What follows belongs to an exercise in optimizing a design on an open flow for small area; a production flow would make more cautious choices.
The RTL was checked by simulation tests, not by an equivalence proof against the original design.

### flow/config.mk
export PLATFORM = sky130hd
export DESIGN_NAME = segmental_snr_meter
export DESIGN_NICKNAME = segmental_snr_meter
export VERILOG_FILES = /design/flow/design.v
export SDC_FILE = /design/flow/constraint.sdc
export NUM_CORES = 4
export LEC_CHECK = 0
export CAP_MARGIN = 20
export CORE_MARGIN = 2
export CORE_UTILIZATION = 40
export SLEW_MARGIN = 20
### flow/constraint.sdc
create_clock -name core_clock -period 15.0 [get_ports {clk}]
set_input_delay 3.0000 -clock core_clock [delete_from_list [all_inputs] [get_ports {clk}]]
set_output_delay 3.0000 -clock core_clock [all_outputs]
set_load 0.01 [all_outputs]
### flow/design.v
package ssnr_pkg;
	localparam int unsigned DbPerLog2Q16 = 197283;
	localparam int unsigned FrameLenReset = 160;
endpackage
module ssnr_sq17 (
	input  logic [16:0] v,
	output logic [31:0] q
);
	wire p1 = v[0] & v[1];
	wire p2 = v[0] & v[2];
	wire p3 = v[0] & v[3];
	wire p4 = v[0] & v[4];
	wire p5 = v[0] & v[5];
	wire p6 = v[0] & v[6];
	wire p7 = v[0] & v[7];
	wire p8 = v[0] & v[8];
	wire p9 = v[0] & v[9];
	wire p10 = v[0] & v[10];
	wire p11 = v[0] & v[11];
	wire p12 = v[0] & v[12];
	wire p13 = v[0] & v[13];
	wire p14 = v[0] & v[14];
	wire p15 = v[0] & v[15];
	wire p16 = v[1] & v[2];
	wire p17 = v[1] & v[3];
	wire p18 = v[1] & v[4];
	wire p19 = v[1] & v[5];
	wire p20 = v[1] & v[6];
	wire p21 = v[1] & v[7];
	wire p22 = v[1] & v[8];
	wire p23 = v[1] & v[9];
	wire p24 = v[1] & v[10];
	wire p25 = v[1] & v[11];
	wire p26 = v[1] & v[12];
	wire p27 = v[1] & v[13];
	wire p28 = v[1] & v[14];
	wire p29 = v[1] & v[15];
	wire p30 = v[2] & v[3];
	wire p31 = v[2] & v[4];
	wire p32 = v[2] & v[5];
	wire p33 = v[2] & v[6];
	wire p34 = v[2] & v[7];
	wire p35 = v[2] & v[8];
	wire p36 = v[2] & v[9];
	wire p37 = v[2] & v[10];
	wire p38 = v[2] & v[11];
	wire p39 = v[2] & v[12];
	wire p40 = v[2] & v[13];
	wire p41 = v[2] & v[14];
	wire p42 = v[2] & v[15];
	wire p43 = v[3] & v[4];
	wire p44 = v[3] & v[5];
	wire p45 = v[3] & v[6];
	wire p46 = v[3] & v[7];
	wire p47 = v[3] & v[8];
	wire p48 = v[3] & v[9];
	wire p49 = v[3] & v[10];
	wire p50 = v[3] & v[11];
	wire p51 = v[3] & v[12];
	wire p52 = v[3] & v[13];
	wire p53 = v[3] & v[14];
	wire p54 = v[3] & v[15];
	wire p55 = v[4] & v[5];
	wire p56 = v[4] & v[6];
	wire p57 = v[4] & v[7];
	wire p58 = v[4] & v[8];
	wire p59 = v[4] & v[9];
	wire p60 = v[4] & v[10];
	wire p61 = v[4] & v[11];
	wire p62 = v[4] & v[12];
	wire p63 = v[4] & v[13];
	wire p64 = v[4] & v[14];
	wire p65 = v[4] & v[15];
	wire p66 = v[5] & v[6];
	wire p67 = v[5] & v[7];
	wire p68 = v[5] & v[8];
	wire p69 = v[5] & v[9];
	wire p70 = v[5] & v[10];
	wire p71 = v[5] & v[11];
	wire p72 = v[5] & v[12];
	wire p73 = v[5] & v[13];
	wire p74 = v[5] & v[14];
	wire p75 = v[5] & v[15];
	wire p76 = v[6] & v[7];
	wire p77 = v[6] & v[8];
	wire p78 = v[6] & v[9];
	wire p79 = v[6] & v[10];
	wire p80 = v[6] & v[11];
	wire p81 = v[6] & v[12];
	wire p82 = v[6] & v[13];
	wire p83 = v[6] & v[14];
	wire p84 = v[6] & v[15];
	wire p85 = v[7] & v[8];
	wire p86 = v[7] & v[9];
	wire p87 = v[7] & v[10];
	wire p88 = v[7] & v[11];
	wire p89 = v[7] & v[12];
	wire p90 = v[7] & v[13];
	wire p91 = v[7] & v[14];
	wire p92 = v[7] & v[15];
	wire p93 = v[8] & v[9];
	wire p94 = v[8] & v[10];
	wire p95 = v[8] & v[11];
	wire p96 = v[8] & v[12];
	wire p97 = v[8] & v[13];
	wire p98 = v[8] & v[14];
	wire p99 = v[8] & v[15];
	wire p100 = v[9] & v[10];
	wire p101 = v[9] & v[11];
	wire p102 = v[9] & v[12];
	wire p103 = v[9] & v[13];
	wire p104 = v[9] & v[14];
	wire p105 = v[9] & v[15];
	wire p106 = v[10] & v[11];
	wire p107 = v[10] & v[12];
	wire p108 = v[10] & v[13];
	wire p109 = v[10] & v[14];
	wire p110 = v[10] & v[15];
	wire p111 = v[11] & v[12];
	wire p112 = v[11] & v[13];
	wire p113 = v[11] & v[14];
	wire p114 = v[11] & v[15];
	wire p115 = v[12] & v[13];
	wire p116 = v[12] & v[14];
	wire p117 = v[12] & v[15];
	wire p118 = v[13] & v[14];
	wire p119 = v[13] & v[15];
	wire p120 = v[14] & v[15];
	wire p121 = ~(v[16] & v[0]);
	wire p122 = ~(v[16] & v[1]);
	wire p123 = ~(v[16] & v[2]);
	wire p124 = ~(v[16] & v[3]);
	wire p125 = ~(v[16] & v[4]);
	wire p126 = ~(v[16] & v[5]);
	wire p127 = ~(v[16] & v[6]);
	wire p128 = ~(v[16] & v[7]);
	wire p129 = ~(v[16] & v[8]);
	wire p130 = ~(v[16] & v[9]);
	wire p131 = ~(v[16] & v[10]);
	wire p132 = ~(v[16] & v[11]);
	wire p133 = ~(v[16] & v[12]);
	wire p134 = ~(v[16] & v[13]);
	wire p135 = ~(v[16] & v[14]);
	wire s136 = p11 ^ p24;
	wire c137 = p11 & p24;
	wire s138 = p12 ^ p25;
	wire c139 = p12 & p25;
	wire s140 = p13 ^ p26 ^ p38;
	wire c141 = (p13 & p26) | (p13 & p38) | (p26 & p38);
	wire s142 = p49 ^ p59;
	wire c143 = p49 & p59;
	wire s144 = p14 ^ p27 ^ p39;
	wire c145 = (p14 & p27) | (p14 & p39) | (p27 & p39);
	wire s146 = p50 ^ p60;
	wire c147 = p50 & p60;
	wire s148 = p15 ^ p28 ^ p40;
	wire c149 = (p15 & p28) | (p15 & p40) | (p28 & p40);
	wire s150 = p51 ^ p61 ^ p70;
	wire c151 = (p51 & p61) | (p51 & p70) | (p61 & p70);
	wire s152 = p78 ^ p85;
	wire c153 = p78 & p85;
	wire s154 = p29 ^ p41 ^ p52;
	wire c155 = (p29 & p41) | (p29 & p52) | (p41 & p52);
	wire s156 = p62 ^ p71 ^ p79;
	wire c157 = (p62 & p71) | (p62 & p79) | (p71 & p79);
	wire s158 = p86 ^ p121 ^ 1'b1;
	wire c159 = (p86 & p121) | (p86 & 1'b1) | (p121 & 1'b1);
	wire s160 = p42 ^ p53 ^ p63;
	wire c161 = (p42 & p53) | (p42 & p63) | (p53 & p63);
	wire s162 = p72 ^ p80 ^ p87;
	wire c163 = (p72 & p80) | (p72 & p87) | (p80 & p87);
	wire s164 = p93 ^ v[9] ^ p122;
	wire c165 = (p93 & v[9]) | (p93 & p122) | (v[9] & p122);
	wire s166 = p54 ^ p64 ^ p73;
	wire c167 = (p54 & p64) | (p54 & p73) | (p64 & p73);
	wire s168 = p81 ^ p88 ^ p94;
	wire c169 = (p81 & p88) | (p81 & p94) | (p88 & p94);
	wire s170 = p65 ^ p74 ^ p82;
	wire c171 = (p65 & p74) | (p65 & p82) | (p74 & p82);
	wire s172 = p89 ^ p95 ^ p100;
	wire c173 = (p89 & p95) | (p89 & p100) | (p95 & p100);
	wire s174 = p75 ^ p83 ^ p90;
	wire c175 = (p75 & p83) | (p75 & p90) | (p83 & p90);
	wire s176 = p84 ^ p91 ^ p97;
	wire c177 = (p84 & p91) | (p84 & p97) | (p91 & p97);
	wire s178 = p7 ^ p20;
	wire c179 = p7 & p20;
	wire s180 = p8 ^ p21;
	wire c181 = p8 & p21;
	wire s182 = p9 ^ p22 ^ p34;
	wire c183 = (p9 & p22) | (p9 & p34) | (p22 & p34);
	wire s184 = p45 ^ p55;
	wire c185 = p45 & p55;
	wire s186 = p10 ^ p23 ^ p35;
	wire c187 = (p10 & p23) | (p10 & p35) | (p23 & p35);
	wire s188 = p46 ^ p56;
	wire c189 = p46 & p56;
	wire s190 = s136 ^ p36 ^ p47;
	wire c191 = (s136 & p36) | (s136 & p47) | (p36 & p47);
	wire s192 = p57 ^ p66 ^ v[6];
	wire c193 = (p57 & p66) | (p57 & v[6]) | (p66 & v[6]);
	wire s194 = c137 ^ s138 ^ p37;
	wire c195 = (c137 & s138) | (c137 & p37) | (s138 & p37);
	wire s196 = p48 ^ p58 ^ p67;
	wire c197 = (p48 & p58) | (p48 & p67) | (p58 & p67);
	wire s198 = c139 ^ s140 ^ s142;
	wire c199 = (c139 & s140) | (c139 & s142) | (s140 & s142);
	wire s200 = p68 ^ p76 ^ v[7];
	wire c201 = (p68 & p76) | (p68 & v[7]) | (p76 & v[7]);
	wire s202 = c141 ^ c143 ^ s144;
	wire c203 = (c141 & c143) | (c141 & s144) | (c143 & s144);
	wire s204 = s146 ^ p69 ^ p77;
	wire c205 = (s146 & p69) | (s146 & p77) | (p69 & p77);
	wire s206 = c145 ^ c147 ^ s148;
	wire c207 = (c145 & c147) | (c145 & s148) | (c147 & s148);
	wire s208 = s150 ^ s152 ^ v[8];
	wire c209 = (s150 & s152) | (s150 & v[8]) | (s152 & v[8]);
	wire s210 = c149 ^ c151 ^ c153;
	wire c211 = (c149 & c151) | (c149 & c153) | (c151 & c153);
	wire s212 = s154 ^ s156 ^ s158;
	wire c213 = (s154 & s156) | (s154 & s158) | (s156 & s158);
	wire s214 = c155 ^ c157 ^ c159;
	wire c215 = (c155 & c157) | (c155 & c159) | (c157 & c159);
	wire s216 = s160 ^ s162 ^ s164;
	wire c217 = (s160 & s162) | (s160 & s164) | (s162 & s164);
	wire s218 = c161 ^ c163 ^ c165;
	wire c219 = (c161 & c163) | (c161 & c165) | (c163 & c165);
	wire s220 = s166 ^ s168 ^ p123;
	wire c221 = (s166 & s168) | (s166 & p123) | (s168 & p123);
	wire s222 = c167 ^ c169 ^ s170;
	wire c223 = (c167 & c169) | (c167 & s170) | (c169 & s170);
	wire s224 = s172 ^ v[10] ^ p124;
	wire c225 = (s172 & v[10]) | (s172 & p124) | (v[10] & p124);
	wire s226 = c171 ^ c173 ^ s174;
	wire c227 = (c171 & c173) | (c171 & s174) | (c173 & s174);
	wire s228 = p96 ^ p101 ^ p125;
	wire c229 = (p96 & p101) | (p96 & p125) | (p101 & p125);
	wire s230 = c175 ^ s176 ^ p102;
	wire c231 = (c175 & s176) | (c175 & p102) | (s176 & p102);
	wire s232 = p106 ^ v[11] ^ p126;
	wire c233 = (p106 & v[11]) | (p106 & p126) | (v[11] & p126);
	wire s234 = c177 ^ p92 ^ p98;
	wire c235 = (c177 & p92) | (c177 & p98) | (p92 & p98);
	wire s236 = p103 ^ p107 ^ p127;
	wire c237 = (p103 & p107) | (p103 & p127) | (p107 & p127);
	wire s238 = p99 ^ p104 ^ p108;
	wire c239 = (p99 & p104) | (p99 & p108) | (p104 & p108);
	wire s240 = p111 ^ v[12] ^ p128;
	wire c241 = (p111 & v[12]) | (p111 & p128) | (v[12] & p128);
	wire s242 = p105 ^ p109 ^ p112;
	wire c243 = (p105 & p109) | (p105 & p112) | (p109 & p112);
	wire s244 = p110 ^ p113 ^ p115;
	wire c245 = (p110 & p113) | (p110 & p115) | (p113 & p115);
	wire s246 = p5 ^ p18;
	wire c247 = p5 & p18;
	wire s248 = p6 ^ p19;
	wire c249 = p6 & p19;
	wire s250 = s178 ^ p32 ^ p43;
	wire c251 = (s178 & p32) | (s178 & p43) | (p32 & p43);
	wire s252 = c179 ^ s180 ^ p33;
	wire c253 = (c179 & s180) | (c179 & p33) | (s180 & p33);
	wire s254 = c181 ^ s182 ^ s184;
	wire c255 = (c181 & s182) | (c181 & s184) | (s182 & s184);
	wire s256 = c183 ^ c185 ^ s186;
	wire c257 = (c183 & c185) | (c183 & s186) | (c185 & s186);
	wire s258 = c187 ^ c189 ^ s190;
	wire c259 = (c187 & c189) | (c187 & s190) | (c189 & s190);
	wire s260 = c191 ^ c193 ^ s194;
	wire c261 = (c191 & c193) | (c191 & s194) | (c193 & s194);
	wire s262 = c195 ^ c197 ^ s198;
	wire c263 = (c195 & c197) | (c195 & s198) | (c197 & s198);
	wire s264 = c199 ^ c201 ^ s202;
	wire c265 = (c199 & c201) | (c199 & s202) | (c201 & s202);
	wire s266 = c203 ^ c205 ^ s206;
	wire c267 = (c203 & c205) | (c203 & s206) | (c205 & s206);
	wire s268 = c207 ^ c209 ^ s210;
	wire c269 = (c207 & c209) | (c207 & s210) | (c209 & s210);
	wire s270 = c211 ^ c213 ^ s214;
	wire c271 = (c211 & c213) | (c211 & s214) | (c213 & s214);
	wire s272 = c215 ^ c217 ^ s218;
	wire c273 = (c215 & c217) | (c215 & s218) | (c217 & s218);
	wire s274 = c219 ^ c221 ^ s222;
	wire c275 = (c219 & c221) | (c219 & s222) | (c221 & s222);
	wire s276 = c223 ^ c225 ^ s226;
	wire c277 = (c223 & c225) | (c223 & s226) | (c225 & s226);
	wire s278 = c227 ^ c229 ^ s230;
	wire c279 = (c227 & c229) | (c227 & s230) | (c229 & s230);
	wire s280 = c231 ^ c233 ^ s234;
	wire c281 = (c231 & c233) | (c231 & s234) | (c233 & s234);
	wire s282 = c235 ^ c237 ^ s238;
	wire c283 = (c235 & c237) | (c235 & s238) | (c237 & s238);
	wire s284 = c239 ^ c241 ^ s242;
	wire c285 = (c239 & c241) | (c239 & s242) | (c241 & s242);
	wire s286 = c243 ^ s244 ^ v[13];
	wire c287 = (c243 & s244) | (c243 & v[13]) | (s244 & v[13]);
	wire s288 = c245 ^ p114 ^ p116;
	wire c289 = (c245 & p114) | (c245 & p116) | (p114 & p116);
	wire s290 = p117 ^ p118 ^ v[14];
	wire c291 = (p117 & p118) | (p117 & v[14]) | (p118 & v[14]);
	wire s292 = p3 ^ p16;
	wire c293 = p3 & p16;
	wire s294 = p4 ^ p17;
	wire c295 = p4 & p17;
	wire s296 = s246 ^ p30 ^ v[3];
	wire c297 = (s246 & p30) | (s246 & v[3]) | (p30 & v[3]);
	wire s298 = c247 ^ s248 ^ p31;
	wire c299 = (c247 & s248) | (c247 & p31) | (s248 & p31);
	wire s300 = c249 ^ s250 ^ v[4];
	wire c301 = (c249 & s250) | (c249 & v[4]) | (s250 & v[4]);
	wire s302 = c251 ^ s252 ^ p44;
	wire c303 = (c251 & s252) | (c251 & p44) | (s252 & p44);
	wire s304 = c253 ^ s254 ^ v[5];
	wire c305 = (c253 & s254) | (c253 & v[5]) | (s254 & v[5]);
	wire s306 = c255 ^ s256 ^ s188;
	wire c307 = (c255 & s256) | (c255 & s188) | (s256 & s188);
	wire s308 = c257 ^ s258 ^ s192;
	wire c309 = (c257 & s258) | (c257 & s192) | (s258 & s192);
	wire s310 = c259 ^ s260 ^ s196;
	wire c311 = (c259 & s260) | (c259 & s196) | (s260 & s196);
	wire s312 = c261 ^ s262 ^ s200;
	wire c313 = (c261 & s262) | (c261 & s200) | (s262 & s200);
	wire s314 = c263 ^ s264 ^ s204;
	wire c315 = (c263 & s264) | (c263 & s204) | (s264 & s204);
	wire s316 = c265 ^ s266 ^ s208;
	wire c317 = (c265 & s266) | (c265 & s208) | (s266 & s208);
	wire s318 = c267 ^ s268 ^ s212;
	wire c319 = (c267 & s268) | (c267 & s212) | (s268 & s212);
	wire s320 = c269 ^ s270 ^ s216;
	wire c321 = (c269 & s270) | (c269 & s216) | (s270 & s216);
	wire s322 = c271 ^ s272 ^ s220;
	wire c323 = (c271 & s272) | (c271 & s220) | (s272 & s220);
	wire s324 = c273 ^ s274 ^ s224;
	wire c325 = (c273 & s274) | (c273 & s224) | (s274 & s224);
	wire s326 = c275 ^ s276 ^ s228;
	wire c327 = (c275 & s276) | (c275 & s228) | (s276 & s228);
	wire s328 = c277 ^ s278 ^ s232;
	wire c329 = (c277 & s278) | (c277 & s232) | (s278 & s232);
	wire s330 = c279 ^ s280 ^ s236;
	wire c331 = (c279 & s280) | (c279 & s236) | (s280 & s236);
	wire s332 = c281 ^ s282 ^ s240;
	wire c333 = (c281 & s282) | (c281 & s240) | (s282 & s240);
	wire s334 = c283 ^ s284 ^ p129;
	wire c335 = (c283 & s284) | (c283 & p129) | (s284 & p129);
	wire s336 = c285 ^ s286 ^ p130;
	wire c337 = (c285 & s286) | (c285 & p130) | (s286 & p130);
	wire s338 = c287 ^ s288 ^ p131;
	wire c339 = (c287 & s288) | (c287 & p131) | (s288 & p131);
	wire s340 = c289 ^ s290 ^ p132;
	wire c341 = (c289 & s290) | (c289 & p132) | (s290 & p132);
	wire s342 = c291 ^ p119 ^ p133;
	wire c343 = (c291 & p119) | (c291 & p133) | (p119 & p133);
	wire s344 = p120 ^ v[15] ^ p134;
	wire c345 = (p120 & v[15]) | (p120 & p134) | (v[15] & p134);
	wire s346 = p1 ^ v[1];
	wire c347 = p1 & v[1];
	wire s348 = p2 ^ c347;
	wire c349 = p2 & c347;
	wire s350 = s292 ^ v[2] ^ c349;
	wire c351 = (s292 & v[2]) | (s292 & c349) | (v[2] & c349);
	wire s352 = c293 ^ s294 ^ c351;
	wire c353 = (c293 & s294) | (c293 & c351) | (s294 & c351);
	wire s354 = c295 ^ s296 ^ c353;
	wire c355 = (c295 & s296) | (c295 & c353) | (s296 & c353);
	wire s356 = c297 ^ s298 ^ c355;
	wire c357 = (c297 & s298) | (c297 & c355) | (s298 & c355);
	wire s358 = c299 ^ s300 ^ c357;
	wire c359 = (c299 & s300) | (c299 & c357) | (s300 & c357);
	wire s360 = c301 ^ s302 ^ c359;
	wire c361 = (c301 & s302) | (c301 & c359) | (s302 & c359);
	wire s362 = c303 ^ s304 ^ c361;
	wire c363 = (c303 & s304) | (c303 & c361) | (s304 & c361);
	wire s364 = c305 ^ s306 ^ c363;
	wire c365 = (c305 & s306) | (c305 & c363) | (s306 & c363);
	wire s366 = c307 ^ s308 ^ c365;
	wire c367 = (c307 & s308) | (c307 & c365) | (s308 & c365);
	wire s368 = c309 ^ s310 ^ c367;
	wire c369 = (c309 & s310) | (c309 & c367) | (s310 & c367);
	wire s370 = c311 ^ s312 ^ c369;
	wire c371 = (c311 & s312) | (c311 & c369) | (s312 & c369);
	wire s372 = c313 ^ s314 ^ c371;
	wire c373 = (c313 & s314) | (c313 & c371) | (s314 & c371);
	wire s374 = c315 ^ s316 ^ c373;
	wire c375 = (c315 & s316) | (c315 & c373) | (s316 & c373);
	wire s376 = c317 ^ s318 ^ c375;
	wire c377 = (c317 & s318) | (c317 & c375) | (s318 & c375);
	wire s378 = c319 ^ s320 ^ c377;
	wire c379 = (c319 & s320) | (c319 & c377) | (s320 & c377);
	wire s380 = c321 ^ s322 ^ c379;
	wire c381 = (c321 & s322) | (c321 & c379) | (s322 & c379);
	wire s382 = c323 ^ s324 ^ c381;
	wire c383 = (c323 & s324) | (c323 & c381) | (s324 & c381);
	wire s384 = c325 ^ s326 ^ c383;
	wire c385 = (c325 & s326) | (c325 & c383) | (s326 & c383);
	wire s386 = c327 ^ s328 ^ c385;
	wire c387 = (c327 & s328) | (c327 & c385) | (s328 & c385);
	wire s388 = c329 ^ s330 ^ c387;
	wire c389 = (c329 & s330) | (c329 & c387) | (s330 & c387);
	wire s390 = c331 ^ s332 ^ c389;
	wire c391 = (c331 & s332) | (c331 & c389) | (s332 & c389);
	wire s392 = c333 ^ s334 ^ c391;
	wire c393 = (c333 & s334) | (c333 & c391) | (s334 & c391);
	wire s394 = c335 ^ s336 ^ c393;
	wire c395 = (c335 & s336) | (c335 & c393) | (s336 & c393);
	wire s396 = c337 ^ s338 ^ c395;
	wire c397 = (c337 & s338) | (c337 & c395) | (s338 & c395);
	wire s398 = c339 ^ s340 ^ c397;
	wire c399 = (c339 & s340) | (c339 & c397) | (s340 & c397);
	wire s400 = c341 ^ s342 ^ c399;
	wire c401 = (c341 & s342) | (c341 & c399) | (s342 & c399);
	wire s402 = c343 ^ s344 ^ c401;
	wire c403 = (c343 & s344) | (c343 & c401) | (s344 & c401);
	wire s404 = c345 ^ p135 ^ c403;
	wire c405 = (c345 & p135) | (c345 & c403) | (p135 & c403);
	assign q = {s404, s402, s400, s398, s396, s394, s392, s390, s388, s386, s384, s382, s380, s378, s376, s374, s372, s370, s368, s366, s364, s362, s360, s358, s356, s354, s352, s350, s348, s346, 1'b0, v[0]};
endmodule
module ssnr_add52 (
	input  logic [51:0] a,
	input  logic [51:0] b,
	input  logic        cin,
	output logic [51:0] s
);
	localparam int SEG = 18;
	logic [52:0] c0;      
	logic [51:0] s0;      
	logic [52:0] pre;     
	logic [3:0]  cs;      
	genvar i;
	generate
		for (i = 0; i < 52; i++) begin : g_bit
			logic ci;
			if (i == 0) begin : g_c0
				assign ci = cin;
			end else if (i % SEG == 0) begin : g_cs
				assign ci = 1'b0;
			end else begin : g_cr
				assign ci = c0[i];
			end
			assign s0[i]   = a[i] ^ b[i] ^ ci;
			assign c0[i+1] = (a[i] & b[i]) | (a[i] & ci) | (b[i] & ci);
			if (i < SEG) begin : g_first
				assign s[i] = s0[i];
			end else begin : g_inc
				if (i % SEG == 0) begin : g_p0
					assign pre[i] = 1'b1;
				end else begin : g_pn
					assign pre[i] = pre[i-1] & s0[i-1];
				end
				assign s[i] = s0[i] ^ (cs[i / SEG] & pre[i]);
			end
		end
	endgenerate
	assign c0[0] = 1'b0;
	assign pre[SEG-1:0] = '0;
	assign pre[52] = 1'b0;
	assign cs[0] = cin;
	assign cs[1] = c0[SEG];
	assign cs[2] = c0[2*SEG] | (cs[1] & pre[2*SEG-1] & s0[2*SEG-1]);
	assign cs[3] = 1'b0;
endmodule
module segmental_snr_meter
#(
	parameter int MAX_FRAME_LENGTH = 4096
) (
	input  logic        clk,
	input  logic        arst_n,
	input  logic        s_axis_tvalid,
	output logic        s_axis_tready,
	input  logic [31:0] s_axis_tdata,   
	input  logic        s_axis_tlast,
	output logic        m_axis_tvalid,
	input  logic        m_axis_tready,
	output logic [31:0] m_axis_tdata,   
	output logic [1:0]  m_axis_tuser,   
	input  logic        cfg_valid,
	output logic        cfg_ready,
	input  logic [12:0] cfg_data
);
	localparam logic [17:0] CMul = 18'(ssnr_pkg::DbPerLog2Q16);
	localparam logic [4:0] S_IDLE  = 5'd0;
	localparam logic [4:0] S_FS    = 5'd1;
	localparam logic [4:0] S_FE    = 5'd2;
	localparam logic [4:0] S_LOGN  = 5'd3;
	localparam logic [4:0] S_LOGI  = 5'd4;
	localparam logic [4:0] S_LOADE = 5'd5;
	localparam logic [4:0] S_RATIO = 5'd6;
	localparam logic [4:0] S_DIFF  = 5'd7;
	localparam logic [4:0] S_MUL   = 5'd8;
	localparam logic [4:0] S_RND   = 5'd9;
	localparam logic [4:0] S_DADD  = 5'd10;
	localparam logic [4:0] S_NINC  = 5'd11;
	localparam logic [4:0] S_TS    = 5'd12;
	localparam logic [4:0] S_SNR   = 5'd13;
	localparam logic [4:0] S_SEG0  = 5'd14;
	localparam logic [4:0] S_DX1   = 5'd15;
	localparam logic [4:0] S_DX2   = 5'd16;
	localparam logic [4:0] S_DIV   = 5'd17;
	localparam logic [4:0] S_SEG   = 5'd18;
	localparam logic [4:0] S_OUT   = 5'd19;
	localparam logic [2:0] A_ZERO = 3'd0;
	localparam logic [2:0] A_R    = 3'd1;
	localparam logic [2:0] A_FE   = 3'd2;
	localparam logic [2:0] A_SQ20 = 3'd3;
	localparam logic [2:0] A_KFR  = 3'd4;
	localparam logic [2:0] A_D    = 3'd5;
	localparam logic [3:0] B_ZERO  = 4'd0;
	localparam logic [3:0] B_SQ0   = 4'd1;
	localparam logic [3:0] B_SQ4   = 4'd2;
	localparam logic [3:0] B_SQH4  = 4'd3;
	localparam logic [3:0] B_S     = 4'd4;
	localparam logic [3:0] B_E     = 4'd5;
	localparam logic [3:0] B_LS    = 4'd6;
	localparam logic [3:0] B_RSH   = 4'd7;
	localparam logic [3:0] B_D     = 4'd8;
	localparam logic [3:0] B_NH    = 4'd9;
	localparam logic [3:0] B_NL    = 4'd10;
	localparam logic [3:0] B_N     = 4'd11;
	localparam logic [3:0] B_CONST = 4'd12;
	localparam logic [3:0] B_Q16   = 4'd13;
	logic [4:0]  st;
	logic        mvalid_q, nfr0, ffirst, stopf, a1, b1, c1, sat;
	logic [11:0] lm1, pos;
	logic [1:0]  which;
	logic [2:0]  ph;
	logic [4:0]  cnt;
	logic        lastq, closeq, osat, segv, zs, ze, al, qp, negd;
	logic [51:0] r_q;
	logic [43:0] fe_q;
	logic [50:0] s_q;
	logic [51:0] e_q;
	logic [36:0] d_q;
	logic [20:0] n_q;
	logic [22:0] ls_q;
	logic [5:0]  k_q;
	logic [15:0] fr_q;
	logic [16:0] op_q;
	logic [31:0] sq_q;
	logic [31:0] sq_d;
	ssnr_sq17 u_sq (.v(op_q), .q(sq_d));
	logic [15:0] hh, ll;
	assign hh = al ? r_q[51:36] : r_q[50:35];
	assign ll = al ? r_q[35:20] : r_q[34:19];
	logic        start_a;
	logic [16:0] opa, opb, op_d;
	logic        op_en, sq_en;
	assign start_a = (st == S_IDLE) && s_axis_tvalid && !mvalid_q && !a1 && !stopf;
	always_comb begin
		opa   = {s_axis_tdata[15], s_axis_tdata[15:0]};
		opb   = '0;
		op_en = 1'b0;
		sq_en = 1'b0;
		if (st == S_IDLE) begin
			op_en = start_a || a1;
			sq_en = a1 || b1;
			if (a1) opb = {s_axis_tdata[31], s_axis_tdata[31:16]};
		end else if (st == S_LOGI) begin
			op_en = (ph <= 3'd2);
			sq_en = (ph == 3'd1) || (ph == 3'd2) || (ph == 3'd4);
			opa   = (ph == 3'd1) ? {1'b0, ll} : {1'b0, hh};
			if (ph == 3'd2) opb = {1'b0, ll};
		end
	end
	assign op_d = opa - opb;
	logic [2:0]  asel;
	logic [3:0]  bsel;
	logic        binv, cin;
	logic [51:0] cval;
	logic [51:0] aa, bb, alu;
	logic        spec;
	logic [51:0] specval;
	assign spec = zs || ze;
	assign specval = (zs && ze) ? 52'd0 : (ze ? 52'd32767 : {{36{1'b1}}, 16'h8000});
	always_comb begin
		unique case (asel)
			A_R:     aa = r_q;
			A_FE:    aa = {8'd0, fe_q};
			A_SQ20:  aa = {sq_q, 20'd0};
			A_KFR:   aa = {30'd0, k_q, fr_q};
			A_D:     aa = {{15{d_q[36]}}, d_q};
			default: aa = '0;
		endcase
		unique case (bsel)
			B_SQ0:   bb = {20'd0, sq_q};
			B_SQ4:   bb = {16'd0, sq_q, 4'd0};
			B_SQH4:  bb = {32'd0, sq_q[31:16], 4'd0};
			B_S:     bb = {1'b0, s_q};
			B_E:     bb = e_q;
			B_LS:    bb = {{29{ls_q[22]}}, ls_q};
			B_RSH:   bb = {{25{r_q[51]}}, r_q[51:25]};
			B_D:     bb = {{15{d_q[36]}}, d_q};
			B_NH:    bb = {32'd0, n_q[20:1]};
			B_NL:    bb = {16'd0, n_q, 15'd0};
			B_N:     bb = {31'd0, n_q};
			B_CONST: bb = cval;
			B_Q16:   bb = {36'd0, r_q[15:0]};
			default: bb = '0;
		endcase
	end
	ssnr_add52 u_add (.a(aa), .b(bb ^ {52{binv}}), .cin(cin), .s(alu));
	logic        wr_r, wr_fe, wr_s, wr_e, wr_d, wr_n, wr_ls;
	logic [1:0]  rsh;        
	logic        qbit;
	logic        r_zero;
	logic        rovf;
	logic        cbit;
	assign r_zero = (r_q == '0);
	assign rovf   = !((r_q[51:40] == '0) || (r_q[51:40] == '1));
	assign cbit   = CMul[cnt];
	always_comb begin
		asel  = A_ZERO;
		bsel  = B_ZERO;
		binv  = 1'b0;
		cin   = 1'b0;
		cval  = '0;
		wr_r  = 1'b0;
		wr_fe = 1'b0;
		wr_s  = 1'b0;
		wr_e  = 1'b0;
		wr_d  = 1'b0;
		wr_n  = 1'b0;
		wr_ls = 1'b0;
		rsh   = 2'd0;
		qbit  = 1'b0;
		unique case (st)
			S_IDLE: begin
				if (b1) begin
					asel = ffirst ? A_ZERO : A_R;
					bsel = B_SQ0;
					wr_r = 1'b1;
				end else if (c1) begin
					asel  = ffirst ? A_ZERO : A_FE;
					bsel  = B_SQ0;
					wr_fe = 1'b1;
				end
			end
			S_FS: begin
				asel = A_R;
				bsel = nfr0 ? B_ZERO : B_S;
				wr_s = 1'b1;
			end
			S_FE: begin
				asel = A_FE;
				bsel = nfr0 ? B_ZERO : B_E;
				wr_e = 1'b1;
			end
			S_LOGN: begin
				asel = A_R;
				if (!r_zero && !r_q[51]) begin
					wr_r = 1'b1;
					rsh  = (r_q[51:44] == '0) ? 2'd2 : 2'd1;
				end
			end
			S_LOGI: begin
				unique case (ph)
					3'd2: begin asel = A_SQ20; bsel = B_SQ4; wr_r = 1'b1; end
					3'd3: begin asel = A_R; bsel = B_SQ4; wr_r = 1'b1; end
					3'd4: begin asel = A_R; bsel = B_SQH4; wr_r = 1'b1; end
					3'd5: begin asel = A_R; bsel = B_SQ4; binv = 1'b1; cin = 1'b1; wr_r = 1'b1; end
					default: ;
				endcase
			end
			S_LOADE: begin
				asel = (which == 2'd0 || !ffirst) ? A_FE : A_ZERO;
				bsel = (which == 2'd0 || nfr0) ? B_ZERO : B_E;
				wr_r = 1'b1;
			end
			S_DIFF: begin
				asel  = A_KFR;
				bsel  = B_LS;
				binv  = 1'b1;
				cin   = 1'b1;
				wr_ls = 1'b1;
			end
			S_MUL: begin
				asel = (cnt == 5'd17) ? A_ZERO : A_R;
				bsel = cbit ? B_LS : B_ZERO;
				binv = cbit;
				cin  = cbit;
				wr_r = 1'b1;
				rsh  = 2'd1;
			end
			S_RND: begin
				asel = A_R;
				bsel = B_CONST;
				cval = r_q[51] ? 52'd16777214 : 52'd16777216;
				wr_r = 1'b1;
			end
			S_DADD: begin
				asel = nfr0 ? A_ZERO : A_D;
				bsel = spec ? B_CONST : B_RSH;
				cval = specval;
				wr_d = 1'b1;
			end
			S_NINC: begin
				bsel = nfr0 ? B_ZERO : B_N;
				cin  = 1'b1;
				wr_n = 1'b1;
			end
			S_TS: begin
				asel = ffirst ? A_ZERO : A_R;
				bsel = nfr0 ? B_ZERO : B_S;
				wr_r = 1'b1;
			end
			S_SNR: begin
				bsel  = (spec || rovf) ? B_CONST : B_RSH;
				cval  = spec ? specval : (r_q[51] ? {{36{1'b1}}, 16'h8000} : 52'd32767);
				wr_ls = 1'b1;
			end
			S_SEG0: begin
				wr_r = 1'b1;
			end
			S_DX1: begin
				bsel = B_D;
				binv = d_q[36];
				cin  = d_q[36];
				wr_r = 1'b1;
			end
			S_DX2: begin
				asel = A_R;
				bsel = B_NH;
				wr_r = 1'b1;
			end
			S_DIV: begin
				asel = A_R;
				bsel = B_NL;
				binv = qp;
				cin  = qp;
				wr_r = 1'b1;
				rsh  = 2'd1;
				qbit = !alu[51];
			end
			S_SEG: begin
				bsel = r_q[15] ? B_CONST : B_Q16;
				cval = negd ? {{36{1'b1}}, 16'h8000} : 52'd32767;
				binv = !r_q[15] && negd;
				cin  = !r_q[15] && negd;
				wr_r = 1'b1;
			end
			default: ;
		endcase
	end
	always_ff @(posedge clk or negedge arst_n) begin
		if (!arst_n) begin
			st       <= S_IDLE;
			mvalid_q <= 1'b0;
			nfr0     <= 1'b1;
			ffirst   <= 1'b1;
			stopf    <= 1'b0;
			a1       <= 1'b0;
			b1       <= 1'b0;
			c1       <= 1'b0;
			sat      <= 1'b0;
			lm1      <= 12'(ssnr_pkg::FrameLenReset - 1);
			pos      <= '0;
		end else begin
			a1 <= start_a;
			b1 <= a1 && s_axis_tvalid;
			c1 <= b1;
			if (mvalid_q && m_axis_tready) mvalid_q <= 1'b0;
			if (cfg_valid && cfg_ready) begin
				if (cfg_data == 13'd0) lm1 <= 12'd0;
				else if (cfg_data > 13'd4096) lm1 <= 12'd4095;
				else lm1 <= 12'(cfg_data - 13'd1);
			end
			if (a1 && s_axis_tvalid) begin
				if (pos == lm1) pos <= '0;
				else pos <= pos + 12'd1;
				if (pos == lm1 || s_axis_tlast) stopf <= 1'b1;
			end
			unique case (st)
				S_IDLE: if (c1) begin
					ffirst <= 1'b0;
					if (stopf) st <= closeq ? S_FS : S_TS;
				end
				S_FS:  st <= S_FE;
				S_FE:  st <= S_LOGN;
				S_LOGN: if (r_zero || r_q[51]) begin
					st <= r_zero ? (which[0] ? S_RATIO : S_LOADE) : S_LOGI;
				end
				S_LOGI: if (ph == 3'd5 && cnt == 5'd15) st <= which[0] ? S_RATIO : S_LOADE;
				S_LOADE: st <= S_LOGN;
				S_RATIO: st <= spec ? (which[1] ? S_SNR : S_DADD) : S_DIFF;
				S_DIFF: st <= S_MUL;
				S_MUL:  if (cnt == 5'd0) st <= S_RND;
				S_RND:  st <= which[1] ? S_SNR : S_DADD;
				S_DADD: begin
					st  <= S_NINC;
					sat <= sat || spec;
				end
				S_NINC: begin
					nfr0   <= 1'b0;
					ffirst <= 1'b1;
					if (lastq) st <= S_TS;
					else begin
						st    <= S_IDLE;
						stopf <= 1'b0;
					end
				end
				S_TS:   st <= S_LOGN;
				S_SNR:  st <= nfr0 ? S_SEG0 : S_DX1;
				S_SEG0: st <= S_OUT;
				S_DX1:  st <= S_DX2;
				S_DX2:  st <= S_DIV;
				S_DIV:  if (cnt == 5'd15) st <= S_SEG;
				S_SEG:  st <= S_OUT;
				S_OUT: begin
					st       <= S_IDLE;
					mvalid_q <= 1'b1;
					nfr0     <= 1'b1;
					ffirst   <= 1'b1;
					stopf    <= 1'b0;
					sat      <= 1'b0;
					pos      <= '0;
				end
				default: st <= S_IDLE;
			endcase
		end
	end
	always_ff @(posedge clk) begin
		if (op_en) op_q <= op_d;
		if (sq_en) sq_q <= sq_d;
		if (wr_r) begin
			unique case (rsh)
				2'd1:    r_q <= {alu[50:0], qbit};
				2'd2:    r_q <= {alu[43:0], 8'd0};
				default: r_q <= alu;
			endcase
		end
		if (wr_fe) fe_q <= alu[43:0];
		if (wr_s)  s_q  <= alu[50:0];
		if (wr_e)  e_q  <= alu;
		if (wr_d)  d_q  <= alu[36:0];
		if (wr_n)  n_q  <= alu[20:0];
		if (wr_ls) ls_q <= alu[22:0];
		if (a1 && s_axis_tvalid) begin
			lastq  <= s_axis_tlast;
			closeq <= (pos == lm1);
		end
		unique case (st)
			S_FS: begin
				zs <= 1'b0;
				ze <= 1'b0;
			end
			S_FE: begin
				which <= 2'd0;
				k_q   <= 6'd51;
			end
			S_LOGN: begin
				if (r_zero) begin
					if (which[0]) ze <= 1'b1;
					else zs <= 1'b1;
				end else if (!r_q[51]) begin
					k_q <= k_q - ((r_q[51:44] == '0) ? 6'd8 : 6'd1);
				end else begin
					ph  <= 3'd0;
					cnt <= 5'd0;
					al  <= 1'b1;
				end
			end
			S_LOGI: begin
				if (ph == 3'd5) begin
					ph   <= 3'd0;
					cnt  <= cnt + 5'd1;
					al   <= alu[51];
					fr_q <= {fr_q[14:0], alu[51]};
				end else begin
					ph <= ph + 3'd1;
				end
			end
			S_LOADE: begin
				ls_q  <= {1'b0, k_q, fr_q};
				which <= which + 2'd1;
				k_q   <= 6'd51;
			end
			S_DIFF: cnt <= 5'd17;
			S_MUL:  cnt <= cnt - 5'd1;
			S_TS: begin
				zs    <= 1'b0;
				ze    <= 1'b0;
				which <= 2'd2;
				k_q   <= 6'd51;
			end
			S_SNR: osat <= sat || spec;
			S_SEG0: segv <= 1'b0;
			S_DX1: negd <= d_q[36];
			S_DX2: begin
				qp  <= 1'b1;
				cnt <= 5'd0;
			end
			S_DIV: begin
				qp  <= !alu[51];
				cnt <= cnt + 5'd1;
			end
			S_SEG: segv <= 1'b1;
			default: ;
		endcase
	end
	assign s_axis_tready = a1;
	assign cfg_ready     = (st == S_IDLE) && !a1 && !b1 && !c1 && !stopf;
	assign m_axis_tvalid = mvalid_q;
	assign m_axis_tdata  = {r_q[15:0], ls_q[15:0]};
	assign m_axis_tuser  = {osat, segv};
endmodule
### flow/run.sh
#!/bin/bash
# synth_recipe.tcl (not shown) runs the flow's synth.tcl, then flattens the netlist and writes it again
# the make line also repeats each setting of config.mk as NAME=value (left out here)
make -C /OpenROAD-flow-scripts/flow DESIGN_CONFIG=/design/flow/config.mk WORK_HOME=/design/flow/orfs CLKGATE_MAP_FILE= SYNTH_SCRIPT=/design/flow/synth_recipe.tcl finish
==> results of run 1 <==
-- cell families (layout without fill, tap and decap cells) --
family | after synthesis | after routing | synth area share (%)
multiplexers | 42 | 42 | 2.26
XOR/XNOR | 125 | 125 | 4.20
buffers and inverters | 354 | 408 | 5.62
other | 0 | 1 | 0
AND/OR/NAND/NOR | 770 | 770 | 13.8
adder cells (fa/ha/maj) | 220 | 220 | 14.9
flip-flops | 406 | 406 | 45.2
AO/OA/AOI/OAI | 497 | 497 | 14.1
-- sequential cells by signal (all words and copies together) (netlist names), 2 cells and up --
name and count:
cnt 5, d_q 37, e_q 52, fe_q 44, fr_q 16, k_q 6, lm1 12, ls_q 23
n_q 21, op_q 17, ph 3, pos 12, r_q 52, s_q 51, sq_q 31, st 5
which 2
-- path summary, 6_finish.rpt --
path                               startpoint  slack (ps)                  to
setup / recovery            st[1]$_DFFE_PN0P_         660    al$_SDFFCE_PP1P_
hold / removal             lm1[2]$_DFFE_PN1P_         500  lm1[2]$_DFFE_PN1P_
setup reg to reg            st[1]$_DFFE_PN0P_         660    al$_SDFFCE_PP1P_
hold reg to reg            lm1[2]$_DFFE_PN1P_         500  lm1[2]$_DFFE_PN1P_
max in group asynchronous              arst_n       11840   st[1]$_DFFE_PN0P_
min in group asynchronous              arst_n        2530   st[1]$_DFFE_PN0P_
-- worst max-delay path, delay by kind of cell (launching register included) --
kind	cells	cell delay (ps)
fa+ha+maj	19	8310
buf+inv	4	800
compound gates	2	660
flops	1	580
xor+xnor	4	790
simple gates	12	2910
-- cells in the final DEF (no fill, tap or decap), drive strengths merged, types with 12 or more instances in the layout --
cell type / count
a221oi: 102
ha: 57
nor4: 18
mux4: 12
o22ai: 12
fa: 161
and2: 89
inv: 175
nor3: 33
xor2: 28
edfxtp: 368
nor2b: 17
o21ai: 67
o31ai: 14
nand2: 306
xnor2: 96
a222oi: 61
nor2: 139
dfrtp: 29
buf: 66
a21oi: 81
nand3: 72
nand4: 15
nand2b: 16
clkinv: 23
mux2: 25
a221o: 14
and3: 16
a21boi: 21
clkbuf: 51
clkdlybuf4s50: 86
a22oi: 53
a22o: 14
-- what timing repair did --
item	CTS	global route
setup buffers	0	2
hold endpoints to repair	0	0
resized for setup	0	18
setup endpoints to repair	0	20
-- metrics by stage --
step                      worst slack (ps)  area [sq um]  hold WS, ps  std cells
after floorplan                       1100         26600          432       2414
after global placement                 486         28300          470       3245
after detailed placement               293         28300          474       3245
after CTS                              202         29700          498       3329
after global routing                  57.6         29800          508       3332
final                                  656         29800          497       3333
-- per-layer routing --
| layer | wire length, um | global-route usage, % | part of all wire [%] | vias up |
|---|---|---|---|---|
| met4 | 4500 | 12.0 | 4.9 | 0 |
| met1 | 36300 | 36.3 | 39 | 10300 |
| met5 | 0 | 0 | 0 | - |
| met2 | 41500 | 42.3 | 45 | 1247 |
| li1 | - | - | - | 8810 |
| met3 | 10400 | 6.27 | 11 | 232 |
-- area by class of cell --
| cell class | instances | area, sq um | area share [%] |
|---|---|---|---|
| Antenna cell | 1 | 2.50 | 0.00840 |
| Clock buffer | 51 | 1160 | 3.89 |
| Clock inverter | 33 | 278 | 0.932 |
| Inverter | 172 | 646 | 2.17 |
| Multi-Input combinational cell | 1654 | 13300 | 44.5 |
| Sequential cell | 406 | 12000 | 40.3 |
| Tap cell | 864 | 1080 | 3.63 |
| Timing Repair Buffer | 152 | 1360 | 4.57 |
==> impl_metrics.ini, run 1 <==
[synth]
synth_fp_nets = 2683
synth_top_area_cell = edfxtp_1
yosysMostFrequentCell = edfxtp_1
synth.area.top_cells = edfxtp_1 42%, fa_1 12%, nand2_1 4.3%, a221oi_1 3.4%, xnor2_1 3.1%
synthTopCellsByCount = 368 x edfxtp_1, 306 x nand2_1, 170 x inv_1
postSynth.asyncResetShare_pct = 9.11
synthCells = 2414
synth_edf_count = 368
synth_flop_cell = edfxtp_1
ys_types = 85
ys_warn_count = 1
syn_avg_cell_area_sq_um = 11.0
syn_area_sq_um = 26600
synth_top_cell_area_share_pct = 41.6
synth_seq_area_share_pct = 45.2
ys_seq_elements = 406

[cts]
cts_buffers = 45
ctsHoldBuffers = 0
insertion_delay_ps = 610
path_clk_slew_ps = 70
cts_buffer_depth = 3
cts_tree = yes
root_buffer = clkbuf_16
htree_num_levels = 2
cts_sinks = 406

[timing]
finalHoldViolCount = 0
fin_setup_tns_ps = 0
min_period_over_period_pct = 95.6
rsz0062_at_grt = no
maxSlewViolCount = 0
setup_violations = 0
worst_pin_slew_ps = 961
finClkSkew_ps = 43.8
max_freq_ghz = 0.0697
relSlewSlack_pct = 35.4
period_minus_slack_ps = 14340

[global_route]
grt_start_max_net_pins = 62
antenna_found_initial = 1
grt_pass1_vias = 20600
globalRouteOverflowTotal = 0
track_usage_pct = 27.2
grt_pass1_wl_mm = 137

[cells_and_area]
final_nets = 2700
syn_to_final_growth_pct = 12.1
drive_gt1_share_pct = 9.85
fill_cells = 6081
utilization_pct = 45.3

[setup_path]
cpMostUsedCell = fa_1
reg2reg_depth = 41
cp.arrival_ps = 14680
worst_setup_path_start_kind = register
crit_fanout = 21
critical_path.max_stage_delay_ps = 580
crit_required_ps = 15340
cp_slowest_cell = dfrtp_4
endpoint_kind = register
critical_path_class = reg -> reg

[die]
ios = 88
die_w_um = 262
dieArea_sq_um = 68500
fp.coreArea_sq_um = 65700
die_y_um = 262
start_util_pct = 40.4
fp-row-count = 94

[place]
gp_congestion = 0.956
port_buffers = 87
hpwl_mm = 66.1

[routing]
wire_per_inst_um = 27.8
remaining_drc_errors = 0
vias_per_cell = 6.17
finalWirelength_mm = 92.7
vias = 20600
drtPass1Iterations = 10
first_iter_violations = 2945
final_antenna_net_count = 0

[min_path]
hold_path.class = reg -> reg
holdPathStages = 2

[outcome]
status = no timing/DRC/antenna violations

[run]
drv_cap = 0
==> inputs of run 2 (changes only) <==
--- a/flow/design.v
+++ b/flow/design.v
@@ -419,12 +419,13 @@
 	input  logic        cin,
 	output logic [51:0] s
 );
-	localparam int SEG = 18;
-	logic [52:0] c0;      
-	logic [51:0] s0;      
-	logic [52:0] pre;     
-	logic [3:0]  cs;      
-	genvar i;
+	localparam int SEG = 13;
+	localparam int NSEG = (52 + SEG - 1) / SEG;
+	logic [52:0] c0;        
+	logic [51:0] s0;        
+	logic [51:0] pre;       
+	logic [NSEG:0] cs;      
+	genvar i, g;
 	generate
 		for (i = 0; i < 52; i++) begin : g_bit
 			logic ci;
@@ -437,25 +438,25 @@
 			end
 			assign s0[i]   = a[i] ^ b[i] ^ ci;
 			assign c0[i+1] = (a[i] & b[i]) | (a[i] & ci) | (b[i] & ci);
+			if (i % SEG == 0) begin : g_p0
+				assign pre[i] = 1'b1;
+			end else begin : g_pn
+				assign pre[i] = pre[i-1] & s0[i-1];
+			end
 			if (i < SEG) begin : g_first
 				assign s[i] = s0[i];
 			end else begin : g_inc
-				if (i % SEG == 0) begin : g_p0
-					assign pre[i] = 1'b1;
-				end else begin : g_pn
-					assign pre[i] = pre[i-1] & s0[i-1];
-				end
 				assign s[i] = s0[i] ^ (cs[i / SEG] & pre[i]);
 			end
 		end
+		assign cs[0] = cin;
+		assign cs[1] = c0[SEG];
+		for (g = 2; g <= NSEG; g++) begin : g_seg
+			localparam int TOP = (g * SEG > 52) ? 51 : g * SEG - 1;
+			assign cs[g] = c0[TOP+1] | (cs[g-1] & pre[TOP] & s0[TOP]);
+		end
 	endgenerate
 	assign c0[0] = 1'b0;
-	assign pre[SEG-1:0] = '0;
-	assign pre[52] = 1'b0;
-	assign cs[0] = cin;
-	assign cs[1] = c0[SEG];
-	assign cs[2] = c0[2*SEG] | (cs[1] & pre[2*SEG-1] & s0[2*SEG-1]);
-	assign cs[3] = 1'b0;
 endmodule
 module segmental_snr_meter
 #(
@@ -496,6 +497,7 @@
 	localparam logic [4:0] S_DIV   = 5'd17;
 	localparam logic [4:0] S_SEG   = 5'd18;
 	localparam logic [4:0] S_OUT   = 5'd19;
+	localparam logic [4:0] S_SAVE  = 5'd20;
 	localparam logic [2:0] A_ZERO = 3'd0;
 	localparam logic [2:0] A_R    = 3'd1;
 	localparam logic [2:0] A_FE   = 3'd2;
@@ -511,7 +513,6 @@
 	localparam logic [3:0] B_LS    = 4'd6;
 	localparam logic [3:0] B_RSH   = 4'd7;
 	localparam logic [3:0] B_D     = 4'd8;
-	localparam logic [3:0] B_NH    = 4'd9;
 	localparam logic [3:0] B_NL    = 4'd10;
 	localparam logic [3:0] B_N     = 4'd11;
 	localparam logic [3:0] B_CONST = 4'd12;
@@ -541,22 +542,18 @@
 	assign ll = al ? r_q[35:20] : r_q[34:19];
 	logic        start_a;
 	logic [16:0] opa, opb, op_d;
-	logic        op_en, sq_en;
+	logic        op_en;
 	assign start_a = (st == S_IDLE) && s_axis_tvalid && !mvalid_q && !a1 && !stopf;
 	always_comb begin
 		opa   = {s_axis_tdata[15], s_axis_tdata[15:0]};
 		opb   = '0;
-		op_en = 1'b0;
-		sq_en = 1'b0;
+		op_en = 1'b1;
 		if (st == S_IDLE) begin
-			op_en = start_a || a1;
-			sq_en = a1 || b1;
 			if (a1) opb = {s_axis_tdata[31], s_axis_tdata[31:16]};
 		end else if (st == S_LOGI) begin
 			op_en = (ph <= 3'd2);
-			sq_en = (ph == 3'd1) || (ph == 3'd2) || (ph == 3'd4);
-			opa   = (ph == 3'd1) ? {1'b0, ll} : {1'b0, hh};
-			if (ph == 3'd2) opb = {1'b0, ll};
+			opa   = (ph == 3'd2) ? {1'b0, ll} : {1'b0, hh};
+			if (ph == 3'd1) opb = {1'b0, ll};
 		end
 	end
 	assign op_d = opa - opb;
@@ -575,7 +572,7 @@
 			A_FE:    aa = {8'd0, fe_q};
 			A_SQ20:  aa = {sq_q, 20'd0};
 			A_KFR:   aa = {30'd0, k_q, fr_q};
-			A_D:     aa = {{15{d_q[36]}}, d_q};
+			A_D:     aa = {15'd0, d_q};
 			default: aa = '0;
 		endcase
 		unique case (bsel)
@@ -585,10 +582,9 @@
 			B_S:     bb = {1'b0, s_q};
 			B_E:     bb = e_q;
 			B_LS:    bb = {{29{ls_q[22]}}, ls_q};
-			B_RSH:   bb = {{25{r_q[51]}}, r_q[51:25]};
+			B_RSH:   bb = {15'd0, {10{r_q[51]}}, r_q[51:25]};
 			B_D:     bb = {{15{d_q[36]}}, d_q};
-			B_NH:    bb = {32'd0, n_q[20:1]};
-			B_NL:    bb = {16'd0, n_q, 15'd0};
+			B_NL:    bb = {15'd0, n_q, 16'd0};
 			B_N:     bb = {31'd0, n_q};
 			B_CONST: bb = cval;
 			B_Q16:   bb = {36'd0, r_q[15:0]};
@@ -652,9 +648,9 @@
 			S_LOGI: begin
 				unique case (ph)
 					3'd2: begin asel = A_SQ20; bsel = B_SQ4; wr_r = 1'b1; end
-					3'd3: begin asel = A_R; bsel = B_SQ4; wr_r = 1'b1; end
-					3'd4: begin asel = A_R; bsel = B_SQH4; wr_r = 1'b1; end
-					3'd5: begin asel = A_R; bsel = B_SQ4; binv = 1'b1; cin = 1'b1; wr_r = 1'b1; end
+					3'd3: begin asel = A_R; bsel = B_SQ4; binv = 1'b1; cin = 1'b1; wr_r = 1'b1; end
+					3'd4: begin asel = A_R; bsel = B_SQ4; wr_r = 1'b1; end
+					3'd5: begin asel = A_R; bsel = B_SQH4; wr_r = 1'b1; end
 					default: ;
 				endcase
 			end
@@ -663,6 +659,10 @@
 				bsel = (which == 2'd0 || nfr0) ? B_ZERO : B_E;
 				wr_r = 1'b1;
 			end
+			S_SAVE: begin
+				asel  = A_KFR;
+				wr_ls = 1'b1;
+			end
 			S_DIFF: begin
 				asel  = A_KFR;
 				bsel  = B_LS;
@@ -713,10 +713,11 @@
 				binv = d_q[36];
 				cin  = d_q[36];
 				wr_r = 1'b1;
+				rsh  = 2'd1;
 			end
 			S_DX2: begin
 				asel = A_R;
-				bsel = B_NH;
+				bsel = B_N;
 				wr_r = 1'b1;
 			end
 			S_DIV: begin
@@ -774,9 +775,10 @@
 				S_FS:  st <= S_FE;
 				S_FE:  st <= S_LOGN;
 				S_LOGN: if (r_zero || r_q[51]) begin
-					st <= r_zero ? (which[0] ? S_RATIO : S_LOADE) : S_LOGI;
+					st <= r_zero ? (which[0] ? S_RATIO : S_SAVE) : S_LOGI;
 				end
-				S_LOGI: if (ph == 3'd5 && cnt == 5'd15) st <= which[0] ? S_RATIO : S_LOADE;
+				S_LOGI: if (ph == 3'd5 && cnt == 5'd15) st <= which[0] ? S_RATIO : S_SAVE;
+				S_SAVE:  st <= S_LOADE;
 				S_LOADE: st <= S_LOGN;
 				S_RATIO: st <= spec ? (which[1] ? S_SNR : S_DADD) : S_DIFF;
 				S_DIFF: st <= S_MUL;
@@ -817,7 +819,7 @@
 	end
 	always_ff @(posedge clk) begin
 		if (op_en) op_q <= op_d;
-		if (sq_en) sq_q <= sq_d;
+		sq_q <= sq_d;
 		if (wr_r) begin
 			unique case (rsh)
 				2'd1:    r_q <= {alu[50:0], qbit};
@@ -867,7 +869,6 @@
 				end
 			end
 			S_LOADE: begin
-				ls_q  <= {1'b0, k_q, fr_q};
 				which <= which + 2'd1;
 				k_q   <= 6'd51;
 			end
==> run 2 against run 1 <==
Clock skew is 7.8 ps lower; wire length decreased by 3.0%; register-to-register slack better by 790 ps; design area down 2.9%; fmax up 5.8%; synthesized cell count fell by 1.6%; die area fell by 2.5%; first-iteration DRC count fell by 6.5%; global-route usage decreased by 0.34 points; worst setup slack improved by 790 ps; cell count decreased by 1.9%; highest routed layer unchanged.
==> impl_metrics.ini, run 2 <==
[die]
fp.coreArea_sq_um = 64200
fp-row-count = 93
ios = 88
die_w_um = 258
dieArea_sq_um = 66800
start_util_pct = 40.3
die_y_um = 258

[cts]
ctsHoldBuffers = 0
htree_num_levels = 2
insertion_delay_ps = 620
cts_sinks = 406
cts_resized = 0
path_clk_slew_ps = 60
cts_buffers = 45
cts_setup_buffers = 0
cts_tree = yes
cts_buffer_depth = 3
root_buffer = clkbuf_16

[cells_and_area]
final_cells = 3269
final_nets = 2651
final_common_cell = edfxtp_1
syn_to_final_growth_pct = 11.7
multi_input_area_sq_um = 12800
final_cell_mix = 338 x edfxtp_1, 316 x nand2_1, 167 x inv_1
drive_gt1_share_pct = 7.21
fin_area_sq_um = 28900
utilization_pct = 45.0
seq_area_sq_um = 11700
top_regs = e_q (52), r_q (52), s_q (51)
fill_cells = 5987

[place]
port_buffers = 87
hpwl_mm = 62.9
place_inst = 3188
gp_congestion = 0.954
placed_cell_area_sq_um = 27500

[run]
drv_cap = 0

[outcome]
status = no timing/DRC/antenna violations

[routing]
drtPass1Iterations = 10
first_iter_violations = 2754
route.met2.wl_mm = 40.6
finalWirelength_mm = 89.9
wl_met3_mm = 9.81
routed.top_layer = met4
vias = 19900
vias_per_cell = 6.10
final_antenna_net_count = 0
remaining_drc_errors = 0
met1_length_mm = 35.1
wire_per_inst_um = 27.5

[setup_path]
critical_path_class = reg -> reg
worst_setup_path_start_kind = register
crit_required_ps = 15320
cp.arrival_ps = 13870
cp_slowest_cell = xor2_1
endpoint_kind = register
critical_path.max_stage_delay_ps = 760
cpMostUsedCell = fa_1
crit_fanout = 38

[synth]
syn_avg_cell_area_sq_um = 10.9
synthCells = 2376
synth.area.top_cells = edfxtp_1 39%, fa_1 12%, nand2_1 4.6%, a222oi_1 2.9%, ha_1 2.9%
ys_warn_count = 1
postSynth.asyncResetShare_pct = 9.11
synthTopCellsByCount = 338 x edfxtp_1, 316 x nand2_1, 170 x inv_1
synth_fp_nets = 2647
ys_seq_elements = 406
synth_top_area_cell = edfxtp_1
ys_types = 84
synth_flop_cell = edfxtp_1
synth_top_cell_area_share_pct = 39.2
yosysMostFrequentCell = edfxtp_1
synth_seq_area_share_pct = 45.2
syn_area_sq_um = 25900
synth_edf_count = 338

[global_route]
grt_start_max_net_pins = 53
grt_pass1_wl_mm = 133
antenna_found_initial = 0
grt_pass1_vias = 20100
globalRouteOverflowTotal = 0
track_usage_pct = 26.8

[timing]
worst_pin_slew_ps = 1010
rsz0062_at_grt = no
min_period_over_period_pct = 90.4
relSlewSlack_pct = 32.5
maxSlewViolCount = 0
period_minus_slack_ps = 13560
finalHoldViolCount = 0
setup_violations = 0
max_freq_ghz = 0.0738
fin_setup_tns_ps = 0
finClkSkew_ps = 36.0

[min_path]
hold_path.class = reg -> reg
[run 2: through the flow]
| stage | hold WS [ps] | worst slack (ps) |
|---|---|---|
| 2_1_floorplan | 400 | 2780 |
| 3_3_place_gp | 430 | 1820 |
| 3_5_place_dp | 440 | 1640 |
| 4_1_cts | 454 | 1590 |
| 5_1_grt | 466 | 927 |
| 6_report | 453 | 1440 |
[run 2: final timing paths]
check / start / endpoint / slack, ps / cells after the start
worst max-delay path: st[2]$_DFFE_PN0P_ / r_q[51]$_DFFE_PP_ / 1440 / 48
worst min-delay path: fr_q[12]$_DFFE_PP_ / fr_q[13]$_DFFE_PP_ / 450 / 0
worst max register to register: st[2]$_DFFE_PN0P_ / r_q[51]$_DFFE_PP_ / 1440 / 48
worst min register to register: fr_q[12]$_DFFE_PP_ / fr_q[13]$_DFFE_PP_ / 450 / 0
max in group asynchronous: arst_n / lm1[5]$_DFFE_PN0P_ / 11960 / 1
min in group asynchronous: arst_n / pos[4]$_DFFE_PN0P_ / 2510 / 1
[run 2: area by class of cell]
class,instances,area share (%)
clock buffer,63,4.37
antenna,1,0.00865
clock inverter,17,0.658
multi-input combinational,1623,44.4
timing repair buffer,133,4.19
sequential,406,40.5
tap,855,3.70
inverter,171,2.22
[run 2: logic make-up after synthesis]
kind of cell / share of synthesized area [%]
mux: 1.94
fa+ha+maj: 15.3
simple gates: 14.4
compound gates: 13.1
flops: 45.2
buf+inv: 5.67
xor+xnor: 4.31
[run 2: per-layer routing]
layer | vias to the layer above | GRT usage [%]
li1 | 8574 | -
met1 | 9969 | 35.4
met2 | 1154 | 42.1
met3 | 252 | 6.47
met4 | 0 | 11.9
met5 | - | 0
[run 2: worst max-delay path, delay by kind of cell, from the launching register on]
kind	cells	cell delay, ps
fa+ha+maj	15	5410
compound gates	2	380
flops	1	700
simple gates	19	4040
buf+inv	8	1370
xor+xnor	4	1380

==> afterwards: timing with drivers on the ports <==
The results above use ideal ports. As a check the final layouts listed here were re-extracted and re-timed, cells and wires unchanged.
Step 1 sets driving cells, clkbuf_16 on the clock port and buf_2 on the other inputs (assumed; they add their load-dependent delay and slew).
Step 2 also shifts input and output timing later by t, the mid clock arrival at the registers, as if the neighbouring blocks saw the same clock.
Three values: no drivers, after step 1, after step 2; two values: the first two.
run | shift t [ns] | setup slack, ns | hold slack, ns | latest minus earliest clock arrival (ns) | slew at the worst register clock pin (ns)
run 1 | 0.648 | 0.656 / 0.656 / 0.656 | 0.497 / 0.497 / 0.497 | 0.044 / 0.044 | 0.07 / 0.07
run 2 | 0.657 | 1.443 / 1.443 / 1.443 | 0.453 / 0.453 / 0.453 | 0.037 / 0.038 | 0.07 / 0.07
After both steps every run listed still meets setup and hold.
